Background: an optimization exercise with open tools, aiming at small area, a short achievable clock period and few clock cycles per item. Do not read the settings as production practice.
At most, simulation tests tie the RTL to the original design; equivalence was not proved.
The clock port is modelled as an ideal driver; clocking choices that lean on that would not hold on a real chip.
No activity file was given, so power comes from the tool's default toggle rates.

Design stop_and_wait_echo_ack_sender_core, start of the top module:
module stop_and_wait_echo_ack_sender_core #(
  parameter int MSG_BYTES   = 8,
  parameter int QUEUE_DEPTH = 8
) (
  input  logic        clk,
  input  logic        rst,
  input  logic        in_valid,
  output logic        in_stall,
  input  logic [1:0]  mode,
  input  logic [7:0]  rx_byte,
  input  logic [63:0] message,
  output logic        out_valid,
  input  logic        out_stall,
  output logic [1:0]  send_kind,
  output logic [63:0] atom,
  output logic        acked,
  output logic        enqueue_accepted,
  output logic [8:0]  queue_count,
  output logic        link_ready,
  input  logic        cfg_write,
  input  logic        cfg_index,
  input  logic [7:0]  cfg_data
);
  logic [7:0] init_char;
  logic [7:0] error_char;
  always_ff @(posedge clk) begin
    if (rst) begin
      init_char  <= 8'd0;
      error_char <= 8'd0;
    end else if (cfg_write) begin
      if (cfg_index) error_char <= cfg_data;
      else           init_char  <= cfg_data;
    end
  end
  logic [63:0] q [8];        
  logic [3:0]  fill;         
  logic        link_up;
  logic        ack_ok;       
  logic        have_lead;    
  logic [2:0]  idx;          
  logic [7:0]  lead;         
  logic        mm;           
  logic        pend;         
  logic        a0, a1;       
  logic [1:0]  o_kind;
  logic        o_acked;
  logic        o_enq;
  logic go;
  assign in_stall = out_valid & out_stall;
  assign go       = in_valid & ~in_stall;
  logic is_rx, is_init, rx_init, rx_data, is_enq, is_tick;
  assign is_rx   = (mode == 2'd0);
  assign is_init = (rx_byte == init_char);
  ...
make LEC_CHECK=0 CAP_MARGIN=20 CORE_MARGIN=2 CORE_UTILIZATION=40 SETUP_SLACK_MARGIN=2.6 SLEW_MARGIN=20 finish   # period 5.0 ns
run.sh (not shown) runs the stock make flow with config.mk's settings and CLKGATE_MAP_FILE= SYNTH_SCRIPT=/design/flow/synth_recipe.tcl, a recipe that flattens the netlist after the stock synthesis.
Change:
- SETUP_SLACK_MARGIN: 2.6 -> 2.2
The new run ran to the end with no violations. First-iteration DRC count is lower by 3.7%. Design area falls by 5.8%. Critical path depth is unchanged. Core utilization came out lower by 3.1 points. Flip-flop and latch count does not change.
Function was not checked in any run of this note: the RTL went through the layout flow alone.

run 1:
Another version of the RTL of stop_and_wait_echo_ack_sender_core (not shown whole).
Size in the first run: about 2800 cells after synthesis, roughly 630 flip-flops, about 26000 µm² of cells after synthesis.
==> flow/config.mk <==
export PLATFORM = sky130hd
export DESIGN_NAME = stop_and_wait_echo_ack_sender_core
export DESIGN_NICKNAME = stop_and_wait_echo_ack_sender_core
export VERILOG_FILES = /design/flow/design.v
export SDC_FILE = /design/flow/constraint.sdc
export NUM_CORES = 4
export LEC_CHECK = 0
export CAP_MARGIN = 20
export CORE_MARGIN = 2
export CORE_UTILIZATION = 50
export CTS_CLUSTER_DIAMETER = 100
export CTS_CLUSTER_SIZE = 26
export SETUP_SLACK_MARGIN = 2.6
export SLEW_MARGIN = 50
==> flow/constraint.sdc <==
create_clock -name core_clock -period 5.0 [get_ports {clk}]
set_input_delay 1.0000 -clock core_clock [delete_from_list [all_inputs] [get_ports {clk}]]
set_output_delay 1.0000 -clock core_clock [all_outputs]
set_load 0.01 [all_outputs]
standard.sh (not shown) runs the stock make flow with config.mk's settings and CLKGATE_MAP_FILE= SYNTH_SCRIPT=/design/flow/synth_recipe.tcl, a recipe that flattens the netlist after the stock synthesis.
==> flow/flow/run.sh <==
#!/bin/bash
# Standard layout, except that:
# - the delay cells (clkdlybuf4s*, dlygate*, dlymetal*) are don't-use after
#   synthesis, so port buffers, repair and hold fixing use plain buffers;
# - after CTS, an extra setup repair pass (flow/post_cts.tcl) with more passes.
# Synthesis is the standard one, unchanged.
set -euo pipefail
cd "$(dirname "$0")/.."
bash standard.sh synth > synth.log 2>&1
DU=$(make -s -C "$FLOW_HOME" DESIGN_CONFIG="$PWD/config.mk" WORK_HOME="$PWD/orfs" print-DONT_USE_CELLS 2>/dev/null | sed -n 's/^DONT_USE_CELLS: //p')
EXTRA=""
for c in clkdlybuf4s15_1 clkdlybuf4s15_2 clkdlybuf4s18_1 clkdlybuf4s18_2 clkdlybuf4s25_1 clkdlybuf4s25_2 \
         clkdlybuf4s50_1 clkdlybuf4s50_2 dlygate4sd1_1 dlygate4sd2_1 dlygate4sd3_1 \
         dlymetal6s2s_1 dlymetal6s4s_1 dlymetal6s6s_1; do
  EXTRA="$EXTRA sky130_fd_sc_hd__$c"
done
export POST_CTS_TCL="$PWD/flow/post_cts.tcl"
bash standard.sh "DONT_USE_CELLS=$DU$EXTRA" finish > layout.log 2>&1
==> flow/flow/post_cts.tcl <==
# Extra setup repair after CTS: more passes, any footprint.
set m 0
if {[info exists ::env(SETUP_SLACK_MARGIN)]} { set m $::env(SETUP_SLACK_MARGIN) }
estimate_parasitics -placement
repair_timing -setup -setup_margin $m -repair_tns 100 -max_passes 500 -verbose
detailed_placement
check_placement -verbose
Run 1 finished every stage and its layout cleared the timing, DRC and antenna checks.
Testbench counts of run 1, summed over its fixed seeds: cycles 5,803, items 5,795.
Input-level comparison between run 2 and run 1:
- swapping 50 for 60 in CORE_UTILIZATION
- swapping 2.6 for 2.62 in SETUP_SLACK_MARGIN
==> flow/flow/run.sh <==
#!/bin/bash
# Standard layout, except that the delay cells (clkdlybuf4s*, dlygate*, dlymetal*)
# are don't-use after synthesis, so port buffers, repair and hold fixing use
# plain buffers. Synthesis is the standard one, unchanged.
set -euo pipefail
cd "$(dirname "$0")/.."
bash standard.sh synth > synth.log 2>&1
DU=$(make -s -C "$FLOW_HOME" DESIGN_CONFIG="$PWD/config.mk" WORK_HOME="$PWD/orfs" print-DONT_USE_CELLS 2>/dev/null | sed -n 's/^DONT_USE_CELLS: //p')
EXTRA=""
for c in clkdlybuf4s15_1 clkdlybuf4s15_2 clkdlybuf4s18_1 clkdlybuf4s18_2 clkdlybuf4s25_1 clkdlybuf4s25_2 \
         clkdlybuf4s50_1 clkdlybuf4s50_2 dlygate4sd1_1 dlygate4sd2_1 dlygate4sd3_1 \
         dlymetal6s2s_1 dlymetal6s4s_1 dlymetal6s6s_1; do
  EXTRA="$EXTRA sky130_fd_sc_hd__$c"
done
bash standard.sh "DONT_USE_CELLS=$DU$EXTRA" finish > layout.log 2>&1
removed: flow/flow/post_cts.tcl
[summary]
For run 1 and run 2, there was not a single run that failed to finish clean.
Side by side, maximum number of pins on one net before global-route repair turned out higher in run 2 than in run 1.
Row core utilization: run 2 higher / run 1 lower
Fraction of the cycle the final worst path needs (run 2 over run 1): increase, 1.2 points
The following lists how run 3 was set up differently from run 2:
- CORE_UTILIZATION changed from 60 to 50
- SETUP_SLACK_MARGIN changed from 2.62 to 2.9
--- outcome ---
The lower effective utilization at floorplan came out of run 3.
Net load switching power went up by more than 10% going from run 2 to run 3.
The higher combinational share of power of run 2 and run 3 is in run 3.
Re number of flip-flops and latches: no difference whatsoever between run 3 and run 2.
multi-input combinational cells as the cell kind with the greatest summed area was reported by run 3, and sequential cells by run 2.
Inputs modified between run 3 and run 4:
- SETUP_SLACK_MARGIN now 2.45, was 2.9
Results
Diff run 3..run 4 | share of the cycle needed by the critical path after routing | negligible
Maximum fanout along the worst path was higher in the run labelled run 4.
The area share of and/or/nand/nor cells after synthesis was comparable across run 3 and run 4.
Summary of the comparison: routed length on met3 is lower in run 4, relative to run 3.
Looking at first-pass GRT wire length across both flows, run 4 is the stronger of the two, with run 3 trailing.
For the number of buffers inserted by post-CTS setup repair, run 4 came in 101 lower than run 3 did.
[inputs] run 5 vs run 4
- swapping 2.45 for 2.65 in SETUP_SLACK_MARGIN
## What came out
Lower combinational power share among run 4 and run 5: run 4
The final reports for run 5 and run 4 show routed metal-1 wirelength higher in the former.
The cell internal power dissipation was comparable across run 4 and run 5.
[compare] base=run 4 new=run 5: TritonCTS sink count flat, sequential power did not really move, proportion of power drawn by the clock network has decreased, number of fillers in the final layout has decreased.
The area added between synthesis and finish of run 5 exceeds that of run 4 by 5.7 points.
Worst setup slack on run 5 is ahead of run 4.
Worst-case clock buffer depth came out exactly the same in run 4 and run 5.
Between run 4 and run 5, final critical-path share of the clock period is lower for run 5, run 4 comes in above that.

== job 101 ==
stop_and_wait_echo_ack_sender_core, a different RTL version from the one above (not shown whole).
For scale: roughly 2,800 cells after synthesis, roughly 630 flip-flops, roughly 170 I/O pins, roughly 0.025 mm^2 of cells after synthesis.
==> flow/config.mk <==
export PLATFORM = sky130hd
export DESIGN_NAME = stop_and_wait_echo_ack_sender_core
export DESIGN_NICKNAME = stop_and_wait_echo_ack_sender_core
export VERILOG_FILES = /design/flow/design.v
export SDC_FILE = /design/flow/constraint.sdc
export NUM_CORES = 4
export LEC_CHECK = 0
export CAP_MARGIN = 20
export CORE_MARGIN = 2
export CORE_UTILIZATION = 65
export SETUP_SLACK_MARGIN = 2.3
export SLEW_MARGIN = 20
==> flow/constraint.sdc <==
create_clock -name core_clock -period 5.0 [get_ports {clk}]
set_input_delay 1.0000 -clock core_clock [delete_from_list [all_inputs] [get_ports {clk}]]
set_output_delay 1.0000 -clock core_clock [all_outputs]
set_load 0.01 [all_outputs]
==> flow/flow/run.sh <==
#!/bin/bash
# Standard layout, except that the delay cells (clkdlybuf4s*, dlygate*, dlymetal*)
# are don't-use after synthesis, so port buffers, repair and hold fixing use
# plain buffers. Synthesis is the standard one, unchanged.
set -euo pipefail
cd "$(dirname "$0")/.."
bash standard.sh synth > synth.log 2>&1
DU=$(make -s -C "$FLOW_HOME" DESIGN_CONFIG="$PWD/config.mk" WORK_HOME="$PWD/orfs" print-DONT_USE_CELLS 2>/dev/null | sed -n 's/^DONT_USE_CELLS: //p')
EXTRA=""
for c in clkdlybuf4s15_1 clkdlybuf4s15_2 clkdlybuf4s18_1 clkdlybuf4s18_2 clkdlybuf4s25_1 clkdlybuf4s25_2 \
         clkdlybuf4s50_1 clkdlybuf4s50_2 dlygate4sd1_1 dlygate4sd2_1 dlygate4sd3_1 \
         dlymetal6s2s_1 dlymetal6s4s_1 dlymetal6s6s_1; do
  EXTRA="$EXTRA sky130_fd_sc_hd__$c"
done
bash standard.sh "DONT_USE_CELLS=$DU$EXTRA" finish > layout.log 2>&1
The following lists how job 102 was set up differently from job 101:
- changing SETUP_SLACK_MARGIN from 2.3 to 2.2
- changing CORE_UTILIZATION from 65 to 40
### Flow results
No stage failed in job 102, and the final checks on the layout all came back clean. Final cell count without fillers was lower in the run labelled job 101. Compared with job 101, in job 102 count of TritonRoute iterations in the first routing pass shows a reduction of 4, setup slack at placement decreased 0.13 ns, cell area rose 1.2%, upper clock frequency limit dropped 1.4%, data required time of the worst path -0.07 ns. Per the comparison of job 102 with job 101, number of nets in the layout lower; register-to-register slack lower. Diff job 101 -> job 102 | global-route usage | decrease of 12 points. Sequential share of layout area (lower): job 102. Of the two values seen for topmost layer with routed signal wires, met5 was produced by job 102 and met4 by job 101. The last element of the critical path comes out fill[2] in one run and q[0][59] in the other, namely in job 102 and job 101 respectively.
## Diff of input files: job 103 against job 102
- swapping 40 for 50 in CORE_UTILIZATION
- swapping 2.2 for 2.45 in SETUP_SLACK_MARGIN
==> run summary <==
Going from job 102 to job 103, final critical-path required period fell by 0.12 ns, number of gates on the worst path with buffers counted rose by 3, final clock period utilization by the worst path fell by 2.4 points.
Cell count of the worst reg-to-reg path in job 103 vs job 102: up 4
Compared with job 102, in job 103 sequential share of power increased 0.2 points; clock-cell share of area decreased 0.22 points; clock network power share decreased 0.4 points; source-to-sink clock delay at the later pin of the worst-skew pair essentially unchanged; clock power decreased about 1%.
#### Input delta (job 104 over job 103)
- CORE_UTILIZATION now 65, was 50
- SETUP_SLACK_MARGIN now 2.2, was 2.45
==> flow/run.sh (new file) <==
#!/bin/bash
# synth_recipe.tcl (not shown) runs the flow's synth.tcl, then flattens the netlist and writes it again
# the make line also repeats each setting of config.mk as NAME=value (left out here)
make -C /OpenROAD-flow-scripts/flow DESIGN_CONFIG=/design/flow/config.mk WORK_HOME=/design/flow/orfs CLKGATE_MAP_FILE= SYNTH_SCRIPT=/design/flow/synth_recipe.tcl finish
removed: flow/flow/run.sh
removed: flow/standard.sh
## What came out
Against job 103, job 104 reports a slew of the pin with the lowest slew margin that is lower.
Core occupancy in the finished layout, job 104 and job 103, lower one = job 103.
On job 104: share of power burned in the clock network is 2.5 points lower than what job 103 gave.
Job 104 ends up with a reported leakage power that is about 4% higher than in job 103.
Compared with job 103, in job 104 worst slack after detailed placement went down by 0.26 ns; met3 layer usage reported by global route went up by 1.1 points.
No functional check of the RTL was part of any run of this note.

port drivers added, routing unchanged:
The results above use ideal ports. As a check the final layouts listed here were re-extracted and re-timed, cells and wires unchanged. Step 1 (the two cells are an assumption about what drives the block):
set clk [get_ports {clk}]
set_driving_cell -lib_cell sky130_fd_sc_hd__clkbuf_16 $clk
set_driving_cell -lib_cell sky130_fd_sc_hd__buf_2 [delete_from_list [all_inputs] $clk]
Step 2 moves the port delays by t, midway between the first and last clock arrival at a register: inputs arrive t later, outputs are due t later. That takes back most of the time a late clock gives input paths. Three values: no drivers, after step 1, after step 2; two values: the first two.
run | shift t [ns] | setup slack, ns | worst register clock-pin slew, ns
the first run of note 1 | 0.679 | 2.066 / 2.006 / 1.823 | 0.06 / 0.06
the second run of note 1 | 0.677 | 1.996 / 1.944 / 1.568 | 0.07 / 0.07
run 1 | 0.677 | 2.600 / 2.611 / 1.968 | 0.11 / 0.11
run 2 | 0.661 | 2.540 / 2.578 / 1.918 | 0.11 / 0.11
run 3 | 0.691 | 2.506 / 2.427 / 1.737 | 0.12 / 0.12
run 4 | 0.671 | 2.502 / 2.537 / 1.875 | 0.11 / 0.11
run 5 | 0.666 | 2.550 / 2.541 / 1.875 | 0.11 / 0.11
job 101 | 0.670 | 2.272 / 2.303 / 1.633 | 0.07 / 0.07
job 102 | 0.662 | 2.232 / 2.268 / 1.606 | 0.06 / 0.06
job 103 | 0.658 | 2.352 / 2.373 / 1.735 | 0.06 / 0.06
job 104 | 0.676 | 2.205 / 2.237 / 1.560 | 0.07 / 0.07
After both steps every run listed still meets setup and hold. The setup slack of run 3, which loses most, moves by -0.079 ns with the drivers and by -0.769 ns with both steps.
